From an optimization exercise on the open Yosys and OpenROAD flow, aimed at small area and a short achievable clock period; shortcuts taken in it are not production practice.
In this exercise RTL edits were held to simulation tests only and were not proved equivalent to the original.

Design dct_1d, start of the top module:
module dct_1d (
  input  logic                  aclk,
  input  logic                  rst_n,
  input  logic                  in_valid,
  input  dct_pkg::sample_vec_t  in_block,
  output logic                  out_valid,
  output dct_pkg::lane_vec_t    out_block
);
clock: 9.0 ns
lec_check: 0
cap_margin: 20
core_margin: 2
core_utilization: 55
slew_margin: 20
synth_hierarchical: 1
synth_minimum_keep_size: 0
standard.sh (not shown) runs the stock make flow with config.mk's settings and CLKGATE_MAP_FILE= SYNTH_SCRIPT=/design/flow/synth_recipe.tcl, a recipe that flattens the netlist after the stock synthesis.
==> flow/flow/run.sh <==
#!/bin/bash
set -euo pipefail
export BUFFER_PORTS_ARGS="-buffer_cell sky130_fd_sc_hd__buf_2"
export SETUP_SLACK_MARGIN=6
bash standard.sh > standard.log 2>&1
The first run produced a clean layout.
Then changed:
==> flow/flow/run.sh (replaced) <==
#!/bin/bash
set -euo pipefail
export BUFFER_PORTS_ARGS="-buffer_cell sky130_fd_sc_hd__buf_1"
export SETUP_SLACK_MARGIN=6
bash standard.sh > standard.log 2>&1
- CORE_UTILIZATION: 55 -> 40
The changed run went through all stages and came out clean. Cell count is higher by about 9%. Area after synthesis stays the same. Critical path depth is lower by 1. Die area goes up by 37%. Cell area goes up by about 2%. Setup slack improved by 55 ps. Non-clock buffer count goes up by 30.


## run A
dct_1d, a different RTL version from the one above (not shown whole).
Size in the first run: about 5600 cells after synthesis, ~1200 flip-flops, about 320 I/O pins, ~68000 sq um of cells after synthesis.
==> flow/config.mk <==
export PLATFORM = sky130hd
export DESIGN_NAME = dct_1d
export DESIGN_NICKNAME = dct_1d
export VERILOG_FILES = /design/flow/design.v
export SDC_FILE = /design/flow/constraint.sdc
export NUM_CORES = 4
export LEC_CHECK = 0
export CAP_MARGIN = 20
export CORE_MARGIN = 2
export CORE_UTILIZATION = 40
export SETUP_SLACK_MARGIN = 5
export SLEW_MARGIN = 20
export SYNTH_HIERARCHICAL = 1
export SYNTH_MINIMUM_KEEP_SIZE = 0
==> flow/constraint.sdc <==
create_clock -name core_clock -period 9.0 [get_ports {aclk}]
set_input_delay 1.8000 -clock core_clock [delete_from_list [all_inputs] [get_ports {aclk}]]
set_output_delay 1.8000 -clock core_clock [all_outputs]
set_load 0.01 [all_outputs]
==> flow/flow/run.sh <==
#!/bin/bash
set -euo pipefail
export BUFFER_PORTS_ARGS="-buffer_cell sky130_fd_sc_hd__buf_1"
bash standard.sh > standard.log 2>&1
Run A: full flow OK, the timing, design-rule and antenna checks passed
Here is what was changed in the inputs of run B compared with run A.
==> flow/flow/run.sh <==
#!/bin/bash
set -euo pipefail
export BUFFER_PORTS_ARGS="-buffer_cell sky130_fd_sc_hd__buf_2"
bash standard.sh > standard.log 2>&1
[summary]
Looking at clock buffer count from CTS across run B and run A, the one that comes out higher is run A. Layout buffer count excluding clock buffers ends up lower on run A. In terms of register share of the cell area, run A and run B differ only marginally. Setup WNS run A -> run B: worse.


06-27:
RTL: one of the versions met above, not the one the previous note started from.
Size in the first run: ~5500 cells after synthesis.
==> flow/config.mk <==
export PLATFORM = sky130hd
export DESIGN_NAME = dct_1d
export DESIGN_NICKNAME = dct_1d
export VERILOG_FILES = /design/flow/design.v
export SDC_FILE = /design/flow/constraint.sdc
export NUM_CORES = 4
export LEC_CHECK = 0
export CAP_MARGIN = 20
export CORE_MARGIN = 2
export CORE_UTILIZATION = 40
export SLEW_MARGIN = 20
export SYNTH_HIERARCHICAL = 1
export SYNTH_MINIMUM_KEEP_SIZE = 0
==> flow/constraint.sdc <==
create_clock -name core_clock -period 9.0 [get_ports {aclk}]
set_input_delay 1.8000 -clock core_clock [delete_from_list [all_inputs] [get_ports {aclk}]]
set_output_delay 1.8000 -clock core_clock [all_outputs]
set_load 0.01 [all_outputs]
==> flow/flow/run.sh <==
#!/bin/bash
set -euo pipefail
export BUFFER_PORTS_ARGS="-buffer_cell sky130_fd_sc_hd__buf_2"
export SETUP_SLACK_MARGIN=6
bash standard.sh > standard.log 2>&1
Relative to 06-27, the following input files were edited for 07-10:
-- flow/flow/run.sh --
<<< 06-27, line 4
export SETUP_SLACK_MARGIN=6
>>> 07-10, line 4
export SETUP_SLACK_MARGIN=6.15
==> comparison <==
Compared with 06-27, in 07-10 global-route met2 utilization flat, clock tree cell share of total cell area held, worst hold slack across all endpoints fell 0.019 ns.

afterwards: timing with drivers on the ports:
Ports are ideal in the flow. The routed layouts listed here were re-timed in OpenROAD.
Step 1 assumes that a clkbuf_16 drives the clock port and a buf_2 every other input.
Step 2 adds t to the input delays and takes it off the output delays; t is the mean of the earliest and latest rising clock arrival at the registers after step 1. Input paths then give back, and output paths get back, about the clock's delay inside the block.
a / b / c = ideal ports / drivers / drivers and shift; a / b = the first two.
| run | t, ns | setup WS [ns] | worst setup path at the end | clock arrival spread, ns |
|---|---|---|---|---|
| the first run of note 1 | 0.790 | 5.884 / 5.852 / 5.384 | input to register | 0.046 / 0.046 |
| the second run of note 1 | 0.797 | 5.939 / 5.868 / 5.309 | input to register | 0.050 / 0.051 |
| run A | 0.863 | 5.525 / 5.525 / 4.996 | input to register | 0.043 / 0.043 |
| run B | 0.852 | 5.491 / 5.491 / 4.986 | input to register | 0.038 / 0.038 |
| 06-27 | 0.796 | 5.955 / 5.880 / 5.310 | input to register | 0.044 / 0.045 |
| 07-10 | 0.830 | 5.893 / 5.814 / 5.356 | input to register | 0.067 / 0.067 |
After both steps setup and hold are still met in every run listed. For 06-27, which loses most, drivers alone change the setup slack by -0.075 ns; drivers and shift together by -0.645 ns.
